Source: an optimization exercise on an open RTL-to-GDS flow (aim: small area and a short achievable clock period). Production flows keep margins and buffers that such runs may drop.
Where RTL was checked, it was by simulation tests only, not by an equivalence proof against the original.
Power is estimated from default activity; no workload was simulated.

==> 08-21 <==
==> flow/design.v <==
module mips_dmem_responder #(
  parameter int DEPTH       = 128,
  parameter int WAIT_CYCLES = 2
) (
  input  logic        clk,
  input  logic        reset,
  input  logic        req,
  input  logic        we,
  input  logic [31:0] addr,
  input  logic [31:0] wdata,
  input  logic [3:0]  be,
  output logic [31:0] rdata,
  output logic        ready,
  output logic        err,
  output logic        busy
);
  logic b_q, x_q, r_q;
  logic [3:0]  a_q, c_q;
  logic [7:0]  h_q;
  logic [31:0] wdata_q;
  logic [3:0]  bwe_q;       
  logic        ld_q;        
  logic        bad_q;       
  logic [3:0] be_in;
  assign be_in = be;
  logic ok_in;
  assign ok_in = (addr[1:0] == 2'b00) && (addr[31:9] == 23'd0);
  always_ff @(posedge clk or negedge reset) begin
    if (!reset) begin
      b_q <= 1'b0;
      x_q <= 1'b0;
      r_q <= 1'b0;
    end else begin
      b_q <= b_q ? !r_q : req;
      x_q <= b_q && !x_q && !r_q;
      r_q <= x_q;
    end
  end
  always_ff @(posedge clk) begin
    if (!b_q) begin
      a_q     <= 4'b0001 << addr[3:2];
      c_q     <= 4'b0001 << addr[5:4];
      h_q     <= 8'b0000_0001 << addr[8:6];
      wdata_q <= wdata;
      bwe_q   <= be_in & {4{we && ok_in}};
      ld_q    <= !we && ok_in;
      bad_q   <= !ok_in;
    end
  end
  logic [15:0] ac;
  logic [7:0]  hr;          
  logic [31:0] hw;          
  always_comb begin
    for (int i = 0; i < 16; i++) ac[i] = a_q[i%4] & c_q[i/4];
    for (int g = 0; g < 8; g++) begin
      hr[g] = h_q[g] & x_q & ld_q;
      for (int b = 0; b < 4; b++) hw[4*g+b] = h_q[g] & x_q & bwe_q[b];
    end
  end
  logic [127:0] memt   [32];
  logic [127:0] memt_d [32];
  logic [127:0] s_b    [4];     
  logic [127:0] sn_b   [4];
  always_comb begin
    for (int b = 0; b < 4; b++)
      for (int w = 0; w < 128; w++) s_b[b][w] = ac[w%16] & hw[4*(w/16)+b];
    for (int b = 0; b < 4; b++) sn_b[b] = ~s_b[b];
  end
  for (genvar j = 0; j < 32; j++) begin : g_col
    dmem_col_next u_n (
      .q(memt[j]), .d(wdata_q[j]), .s(s_b[j/8]), .sn(sn_b[j/8]), .y(memt_d[j])
    );
  end
  always_ff @(posedge clk) begin
    for (int j = 0; j < 32; j++) memt[j] <= memt_d[j];
  end
  logic [127:0] rwl;
  always_comb begin
    for (int w = 0; w < 128; w++) rwl[w] = ac[w%16] & hr[w/16];
  end
  logic [31:0] rd;
  for (genvar j = 0; j < 32; j++) begin : g_rd
    dmem_rd_tree u_t (.wl(rwl), .d(memt[j]), .y(rd[j]));
  end
  always_ff @(posedge clk or negedge reset) begin
    if (!reset) begin
      rdata <= 32'd0;
      err   <= 1'b0;
    end else begin
      rdata <= rd;
      err   <= x_q && bad_q;
    end
  end
  assign ready = r_q;
  assign busy  = b_q;
endmodule
module dmem_col_next (
  input  logic [127:0] q,
  input  logic         d,
  input  logic [127:0] s,
  input  logic [127:0] sn,
  output logic [127:0] y
);
  assign y = (q & sn) | ({128{d}} & s);
endmodule
module dmem_ao8 (
  input  logic [7:0] w,
  input  logic [7:0] d,
  output logic       y
);
  assign y = |(w & d);
endmodule
module dmem_nor2 (
  input  logic [1:0] a,
  output logic       y
);
  assign y = ~|a;
endmodule
module dmem_nand2 (
  input  logic [1:0] a,
  output logic       y
);
  assign y = ~&a;
endmodule
module dmem_rd_tree (
  input  logic [127:0] wl,
  input  logic [127:0] d,
  output logic         y
);
  logic [15:0] l2;   
  logic [7:0]  l3;   
  logic [3:0]  l4;   
  logic [1:0]  l5;   
  for (genvar i = 0; i < 16; i++) begin : g2
    dmem_ao8 u (.w(wl[8*i +: 8]), .d(d[8*i +: 8]), .y(l2[i]));
  end
  for (genvar i = 0; i < 8; i++) begin : g3
    dmem_nor2 u (.a(l2[2*i +: 2]), .y(l3[i]));
  end
  for (genvar i = 0; i < 4; i++) begin : g4
    dmem_nand2 u (.a(l3[2*i +: 2]), .y(l4[i]));
  end
  for (genvar i = 0; i < 2; i++) begin : g5
    dmem_nor2 u (.a(l4[2*i +: 2]), .y(l5[i]));
  end
  dmem_nand2 u6 (.a(l5), .y(y));
endmodule
==> flow/flow/run.sh <==
#!/bin/bash
# Layout flow: the standard flow (standard.sh), unchanged synthesis, with
# these ORFS settings passed to make for the later steps:
#  - port buffers are buf_4 cells (by default buffer_ports picks a clock
#    delay cell, which is slow on the output paths),
#  - repair_timing may change a cell's footprint (MATCH_CELL_FOOTPRINT=0),
#  - the clock tree uses clkbuf_8/clkbuf_16, clusters of up to 20 sinks within
#    60 um, and no dummy loads.
# Each step's full output is in synth.log and layout.log here, and ORFS's own
# per-step logs are under orfs/logs/.
set -euo pipefail
bash standard.sh synth > synth.log 2>&1
bash standard.sh \
  MATCH_CELL_FOOTPRINT=0 \
  "BUFFER_PORTS_ARGS=-buffer_cell sky130_fd_sc_hd__buf_4" \
  "CTS_ARGS=-sink_clustering_enable -repair_clock_nets -dont_use_dummy_load -buf_list {sky130_fd_sc_hd__clkbuf_8 sky130_fd_sc_hd__clkbuf_16} -sink_clustering_size 20 -sink_clustering_max_diameter 60" \
  finish > layout.log 2>&1
==> flow/standard.sh <==
#!/bin/bash
# synth_recipe.tcl (not shown) runs the flow's synth.tcl, then flattens the netlist and writes it again
# the make line also repeats each setting of config.mk as NAME=value (left out here)
make -C /OpenROAD-flow-scripts/flow DESIGN_CONFIG=/design/flow/config.mk WORK_HOME=/design/flow/orfs CLKGATE_MAP_FILE= SYNTH_SCRIPT=/design/flow/synth_recipe.tcl "${@:-finish}"
==> flow/config.mk <==
export PLATFORM = sky130hd
export DESIGN_NAME = mips_dmem_responder
export DESIGN_NICKNAME = mips_dmem_responder
export VERILOG_FILES = /design/flow/design.v
export SDC_FILE = /design/flow/constraint.sdc
export NUM_CORES = 4
export LEC_CHECK = 0
export CAP_MARGIN = 20
export CORE_MARGIN = 2
export CORE_UTILIZATION = 65
export PLACE_DENSITY = 0.75
export SETUP_SLACK_MARGIN = 2.6
export SLEW_MARGIN = 20
export SYNTH_HIERARCHICAL = 1
export SYNTH_MINIMUM_KEEP_SIZE = 0
==> flow/constraint.sdc <==
create_clock -name core_clock -period 5.5 [get_ports {clk}]
set_input_delay 1.1000 -clock core_clock [delete_from_list [all_inputs] [get_ports {clk}]]
set_output_delay 1.1000 -clock core_clock [all_outputs]
set_load 0.01 [all_outputs]
==> inputs of 10-23, as changes to 08-21 <==
==> flow/design.v, changed modules only <==
module mips_dmem_responder #(
  parameter int DEPTH       = 128,
  parameter int WAIT_CYCLES = 2
) (
  input  logic        clk,
  input  logic        reset,
  input  logic        req,
  input  logic        we,
  input  logic [31:0] addr,
  input  logic [31:0] wdata,
  input  logic [3:0]  be,
  output logic [31:0] rdata,
  output logic        ready,
  output logic        err,
  output logic        busy
);
  logic b_q, x_q, r_q;
  logic [15:0] ac_q;
  logic [7:0]  h_q;
  logic [31:0] wdata_q;
  logic [3:0]  bwe_q;       
  logic        ld_q;        
  logic        bad_q;       
  logic [3:0] be_in;
  assign be_in = be;
  logic ok_in;
  assign ok_in = (addr[1:0] == 2'b00) && (addr[31:9] == 23'd0);
  always_ff @(posedge clk or negedge reset) begin
    if (!reset) begin
      b_q <= 1'b0;
      x_q <= 1'b0;
      r_q <= 1'b0;
    end else begin
      b_q <= b_q ? !r_q : req;
      x_q <= b_q && !x_q && !r_q;
      r_q <= x_q;
    end
  end
  always_ff @(posedge clk) begin
    if (!b_q) begin
      ac_q    <= 16'h0001 << addr[5:2];
      h_q     <= 8'b0000_0001 << addr[8:6];
      wdata_q <= wdata;
      bwe_q   <= be_in & {4{we && ok_in}};
      ld_q    <= !we && ok_in;
      bad_q   <= !ok_in;
    end
  end
  logic wait1;
  assign wait1 = b_q && !x_q && !r_q;
  logic [31:0] hbw_q;
  always_ff @(posedge clk or negedge reset) begin
    if (!reset) hbw_q <= '0;
    else for (int i = 0; i < 32; i++) hbw_q[i] <= h_q[i/4] & bwe_q[i%4] & wait1;
  end
  logic [127:0] memt   [32];
  logic [127:0] memt_d [32];
  logic [127:0] s_b    [4];     
  logic [127:0] sn_b   [4];
  always_comb begin
    for (int b = 0; b < 4; b++)
      for (int w = 0; w < 128; w++) s_b[b][w] = ac_q[w%16] & hbw_q[4*(w/16)+b];
    for (int b = 0; b < 4; b++) sn_b[b] = ~s_b[b];
  end
  for (genvar j = 0; j < 32; j++) begin : g_col
    dmem_col_next u_n (
      .q(memt[j]), .d(wdata_q[j]), .s(s_b[j/8]), .sn(sn_b[j/8]), .y(memt_d[j])
    );
  end
  always_ff @(posedge clk) begin
    for (int j = 0; j < 32; j++) memt[j] <= memt_d[j];
  end
  logic [127:0] rwl_q;
  always_ff @(posedge clk) begin
    for (int w = 0; w < 128; w++) rwl_q[w] <= ac_q[w%16] & h_q[w/16] & wait1 & ld_q;
  end
  logic [31:0] rd;
  for (genvar j = 0; j < 32; j++) begin : g_rd
    dmem_rd_tree u_t (.wl(rwl_q), .d(memt[j]), .en(x_q), .y(rd[j]));
  end
  always_ff @(posedge clk or negedge reset) begin
    if (!reset) begin
      rdata <= 32'd0;
      err   <= 1'b0;
    end else begin
      rdata <= rd;
      err   <= x_q && bad_q;
    end
  end
  assign ready = r_q;
  assign busy  = b_q;
endmodule
module dmem_aoi222 (
  input  logic [2:0] w,
  input  logic [2:0] d,
  output logic       y
);
  assign y = ~|(w & d);
endmodule
module dmem_nand4 (
  input  logic [3:0] a,
  output logic       y
);
  assign y = ~&a;
endmodule
module dmem_rd_tree (
  input  logic [127:0] wl,
  input  logic [127:0] d,
  input  logic         en,
  output logic         y
);
  logic [128:0] wlp, dp;   
  logic [43:0]  l1;        
  logic [11:0]  l2;        
  logic [5:0]   l3;        
  logic [2:0]   l4;        
  assign wlp = {1'b0, wl};
  assign dp  = {1'b0, d};
  for (genvar i = 0; i < 43; i++) begin : g1
    dmem_aoi222 u (.w(wlp[3*i +: 3]), .d(dp[3*i +: 3]), .y(l1[i]));
  end
  assign l1[43] = 1'b1;
  for (genvar i = 0; i < 11; i++) begin : g2
    dmem_nand4 u (.a(l1[4*i +: 4]), .y(l2[i]));
  end
  assign l2[11] = 1'b0;
  for (genvar i = 0; i < 6; i++) begin : g3
    dmem_nor2 u (.a(l2[2*i +: 2]), .y(l3[i]));
  end
  for (genvar i = 0; i < 3; i++) begin : g4
    dmem_nand2 u (.a(l3[2*i +: 2]), .y(l4[i]));
  end
  assign y = |l4 & en;
endmodule
// module dmem_ao8 removed
--- a/flow/flow/run.sh
+++ b/flow/flow/run.sh
@@ -5,4 +5,7 @@
 #    delay cell, which is slow on the output paths),
 #  - repair_timing may change a cell's footprint (MATCH_CELL_FOOTPRINT=0),
+#  - before detailed placement, pre_dpl.tcl moves each register that drives
+#    an output port's buffer toward that buffer (detailed placement then
+#    legalizes it),
 #  - the clock tree uses clkbuf_8/clkbuf_16, clusters of up to 20 sinks within
 #    60 um, and no dummy loads.
@@ -14,4 +17,5 @@
   MATCH_CELL_FOOTPRINT=0 \
   "BUFFER_PORTS_ARGS=-buffer_cell sky130_fd_sc_hd__buf_4" \
+  "PRE_DETAIL_PLACE_TCL=$PWD/flow/pre_dpl.tcl" \
   "CTS_ARGS=-sink_clustering_enable -repair_clock_nets -dont_use_dummy_load -buf_list {sky130_fd_sc_hd__clkbuf_8 sky130_fd_sc_hd__clkbuf_16} -sink_clustering_size 20 -sink_clustering_max_diameter 60" \
   finish > layout.log 2>&1
==> flow/flow/pre_dpl.tcl (new file) <==
# Before detailed placement: move each flip-flop that drives an output port's
# buffer three quarters of the way toward that buffer, so that the long wire
# to the port is driven by the register's input logic, which has more slack.
# detailed_placement then legalizes as usual.
set block [ord::get_db_block]
set moved 0
foreach bt [$block getBTerms] {
  if {[$bt getIoType] ne "OUTPUT"} { continue }
  set net [$bt getNet]
  if {$net eq "NULL"} { continue }
  set buf ""
  foreach it [$net getITerms] { if {[$it isOutputSignal]} { set buf [$it getInst] } }
  if {$buf eq ""} { continue }
  set ff ""
  foreach it [$buf getITerms] {
    if {![$it isInputSignal]} { continue }
    set in [$it getNet]
    if {$in eq "NULL"} { continue }
    foreach d [$in getITerms] {
      if {[$d isOutputSignal] && [string match "*__df*" [[[$d getInst] getMaster] getName]]} { set ff [$d getInst] }
    }
  }
  if {$ff eq ""} { continue }
  set bl [$buf getLocation]
  set fl [$ff getLocation]
  set x [expr {int([lindex $fl 0] + 0.75 * ([lindex $bl 0] - [lindex $fl 0]))}]
  set y [expr {int([lindex $fl 1] + 0.75 * ([lindex $bl 1] - [lindex $fl 1]))}]
  $ff setLocation $x $y
  incr moved
}
puts "pre_dpl: moved $moved output registers toward their port buffers"
CORE_UTILIZATION = 70   (was 65)
PLACE_DENSITY = 0.8   (was 0.75)
SETUP_SLACK_MARGIN = 2.9   (was 2.6)
==> comparison <==
In 10-23 the synthesized area is higher than in 08-21, by 0.33%. Of 08-21 and 10-23, 10-23 has the higher first-iteration DRC count (gap 24%, measured against 10-23). Against 08-21, the wire length of 10-23 is lower by about 7.4%. Between 10-23 and 08-21, the lower utilization is in 08-21 (gap 4.2 points).

========
==> job 700 <==
mips_dmem_responder, a different RTL version from the one above (not shown whole).
==> flow/design.v (excerpt) <==
module mips_dmem_responder #(
  parameter int DEPTH       = 128,
  parameter int WAIT_CYCLES = 2
) (
  input  logic        clk,
  input  logic        reset,
  input  logic        req,
  input  logic        we,
  input  logic [31:0] addr,
  input  logic [31:0] wdata,
  input  logic [3:0]  be,
  output logic [31:0] rdata,
  output logic        ready,
  output logic        err,
  output logic        busy
);
==> module mips_dmem_responder, before the edit <==
module mips_dmem_responder #(
  parameter int DEPTH       = 128,
  parameter int WAIT_CYCLES = 2
) (
  input  logic        clk,
  input  logic        reset,
  input  logic        req,
  input  logic        we,
  input  logic [31:0] addr,
  input  logic [31:0] wdata,
  input  logic [3:0]  be,
  output logic [31:0] rdata,
  output logic        ready,
  output logic        err,
  output logic        busy
);
  localparam int         IDX_W     = $clog2(DEPTH);
  localparam logic [3:0] WAIT_INIT = 4'(WAIT_CYCLES);
  typedef enum logic [1:0] {IDLE, WAIT, RESP} state_t;
  state_t           state, state_next;
  logic [3:0]       cnt, cnt_next;
  logic             accept, enter_resp;
  logic             we_q;
  logic [31:0]      addr_q, wdata_q;
  logic             cur_we;
  logic [31:0]      cur_addr, cur_wdata;
  logic [3:0]       cur_be;
  logic [IDX_W-1:0] idx;
  logic             bad, do_write;
  logic [31:0]      mem [DEPTH];
  logic [3:0] be_q;
  always_comb begin
    state_next = state;
    cnt_next   = cnt;
    accept     = 1'b0;
    enter_resp = 1'b0;
    case (state)
      IDLE: begin
        if (req) begin
          accept = 1'b1;
          if (WAIT_CYCLES == 0) begin
            state_next = RESP;
            enter_resp = 1'b1;
            cnt_next   = 4'd0;
          end else begin
            state_next = WAIT;
            cnt_next   = WAIT_INIT;
          end
        end
      end
      WAIT: begin
        cnt_next = cnt - 4'd1;
        if (cnt <= 4'd1) begin
          state_next = RESP;
          enter_resp = 1'b1;
          cnt_next   = 4'd0;
        end
      end
      RESP:    state_next = IDLE;
      default: state_next = IDLE;
    endcase
  end
  always_comb begin
    cur_we    = we_q;
    cur_addr  = addr_q;
    cur_wdata = wdata_q;
    if (state == IDLE) begin
      cur_we    = we;
      cur_addr  = addr;
      cur_wdata = wdata;
    end
  end
  assign cur_be = (state == IDLE) ? be : be_q;
  assign idx      = cur_addr[IDX_W+1:2];
  assign bad      = (cur_addr[1:0] != 2'b00) || ((cur_addr >> (IDX_W + 2)) != 32'd0);
  assign do_write = enter_resp && cur_we && !bad;
  always_ff @(posedge clk or negedge reset) begin
    if (!reset) begin
      state   <= IDLE;
      cnt     <= 4'd0;
      we_q    <= 1'b0;
      addr_q  <= 32'd0;
      wdata_q <= 32'd0;
      be_q    <= 4'd0;
    end else begin
      state <= state_next;
      cnt   <= cnt_next;
      if (accept) begin
        we_q    <= we;
        addr_q  <= addr;
        wdata_q <= wdata;
        be_q    <= be;
      end
    end
  end
  always_ff @(posedge clk or negedge reset) begin
    if (!reset) begin
      rdata <= 32'd0;
      err   <= 1'b0;
    end else if (enter_resp) begin
      err   <= bad;
      rdata <= (!bad && !cur_we) ? mem[idx] : 32'd0;
    end else begin
      err   <= 1'b0;
      rdata <= 32'd0;
    end
  end
  always_ff @(posedge clk) begin
    if (do_write) begin
      for (int b = 0; b < 4; b++) begin
        if (cur_be[b]) mem[idx][8*b +: 8] <= cur_wdata[8*b +: 8];
      end
    end
  end
  assign ready = (state == RESP);
  assign busy  = (state != IDLE);
endmodule
Settings: LEC_CHECK=0, CAP_MARGIN=20, CORE_MARGIN=2, CORE_UTILIZATION=35, PLACE_DENSITY=0.45, SLEW_MARGIN=20; clock period 5.5 ns.
run.sh (not shown) runs the stock make flow with config.mk's settings and CLKGATE_MAP_FILE= SYNTH_SCRIPT=/design/flow/synth_recipe.tcl, a recipe that flattens the netlist after the stock synthesis.
Stock flow here: none of the scripts above is used.
==> job 5921: changes against job 700 <==
==> flow/design.v (replaced) <==
module mips_dmem_responder #(
  parameter int DEPTH       = 128,
  parameter int WAIT_CYCLES = 2
) (
  input  logic        clk,
  input  logic        reset,
  input  logic        req,
  input  logic        we,
  input  logic [31:0] addr,
  input  logic [31:0] wdata,
  input  logic [3:0]  be,
  output logic [31:0] rdata,
  output logic        ready,
  output logic        err,
  output logic        busy
);
  logic b_q, x_q, r_q;
  logic rd_q;               
  logic [3:0]  a_q, c_q;
  logic [7:0]  h_q;
  logic [31:0] wdata_q;
  logic [3:0]  bwe_q;       
  logic        ld_q;        
  logic        bad_q;       
  logic [3:0] be_in;
  assign be_in = be;
  logic ok_in;
  assign ok_in = (addr[1:0] == 2'b00) && (addr[31:9] == 23'd0);
  always_ff @(posedge clk or negedge reset) begin
    if (!reset) begin
      b_q  <= 1'b0;
      x_q  <= 1'b0;
      r_q  <= 1'b0;
      rd_q <= 1'b0;
    end else begin
      b_q  <= b_q ? !r_q : req;
      x_q  <= b_q && !x_q && !r_q;
      r_q  <= x_q;
      rd_q <= b_q && !x_q && !r_q && ld_q;
    end
  end
  always_ff @(posedge clk) begin
    if (!b_q) begin
      a_q     <= 4'b0001 << addr[3:2];
      c_q     <= 4'b0001 << addr[5:4];
      h_q     <= 8'b0000_0001 << addr[8:6];
      wdata_q <= wdata;
      bwe_q   <= be_in & {4{we && ok_in}};
      ld_q    <= !we && ok_in;
      bad_q   <= !ok_in;
    end
  end
  logic [31:0] mem [128];
  logic [3:0]  wen;
  assign wen = bwe_q & {4{x_q}};
  always_ff @(posedge clk) begin
    for (int w = 0; w < 128; w++) begin
      for (int b = 0; b < 4; b++) begin
        if (a_q[w%4] && c_q[(w/4)%4] && h_q[w/16] && wen[b])
          mem[w][8*b +: 8] <= wdata_q[8*b +: 8];
      end
    end
  end
  logic [7:0]  hr;
  logic [31:0] rd;
  assign hr = h_q & {8{rd_q}};
  always_comb begin
    rd = '0;
    for (int w = 0; w < 128; w++)
      rd |= mem[w] & {32{a_q[w%4] && c_q[(w/4)%4] && hr[w/16]}};
  end
  always_ff @(posedge clk or negedge reset) begin
    if (!reset) begin
      rdata <= 32'd0;
      err   <= 1'b0;
    end else begin
      rdata <= rd;
      err   <= x_q && bad_q;
    end
  end
  assign ready = r_q;
  assign busy  = b_q;
endmodule
Settings changed: CORE_UTILIZATION 35 to 50, PLACE_DENSITY 0.45 to 0.6, SETUP_SLACK_MARGIN set to 2.6.
==> summary of the runs <==
Area after synthesis: job 5921 is lower than job 700 (5.2%). Of job 700 and job 5921, job 700 has the higher clock skew (gap 0.038 ns). Die area: job 5921 is lower than job 700 (33%). In job 700 the global-route usage is lower than in job 5921, by 2.7 points. In job 5921 the fmax is larger than in job 700, by about 45%.
==> figures <==
| item | job 700 | job 5921 |
|---|---|---|
| Fraction of area in multi-input gates | 16.8% | 15.5% |
| Post-synthesis cell count | 10.7k | 8,134 |
| Number of standard cells in the layout, taps in and fillers out | 17.9k | 12.8k |
| Minimum clock period | 5.10 ns | 3.51 ns |
| Cell repeated most along the worst path | buf_12 | buf_6 |
| Flop+latch power | 42.1 mW | 39.4 mW |
| # clock sinks | 4,204 | 4,187 |
| Antenna violations before repair | 46 | 36 |
| Kind of critical path | primary input to register | register to register |
| Worst Setup EP | rdata[5] | rdata[23] |
| Placed instance area | 175,000 µm² | 158,000 µm² |
| Run status | finished clean | finished clean |
No functional check of the RTL was part of job 5921.

==> separate check: timing with driven ports <==
In the flow no input, the clock included, has a driving cell. The finished layouts below were timed again as built, in two steps. Step 1 (the two cells are an assumption about what drives the block):
set clk [get_ports {clk}]
set_driving_cell -lib_cell sky130_fd_sc_hd__clkbuf_16 $clk
set_driving_cell -lib_cell sky130_fd_sc_hd__buf_2 [delete_from_list [all_inputs] $clk]
Step 2 adds t to the input delays and takes it off the output delays; t is the mean of the earliest and latest rising clock arrival at the registers after step 1. Input paths then give back, and output paths get back, about the clock's delay inside the block. Three values: ideal ports, drivers, drivers and shift; two values: the first two.
run	t, ns	slack for setup (ns)	worst setup path at the end	slew at the worst register clock pin (ns)	pins driven straight from the clock port
08-21	0.983	2.444 / 2.444 / 2.444	register to register	0.09 / 0.09	1
10-23	0.979	2.714 / 2.714 / 2.714	register to register	0.09 / 0.09	1
job 700	1.103	0.401 / 0.469 / -0.633	input to register	0.07 / 0.07	1
job 5921	1.055	1.989 / 1.989 / 1.989	register to register	0.07 / 0.07	1
With both steps, setup timing fails in job 700, where it was met with ideal ports. The setup slack of job 700, which loses most, moves by +0.068 ns with the drivers and by -1.034 ns with both steps.
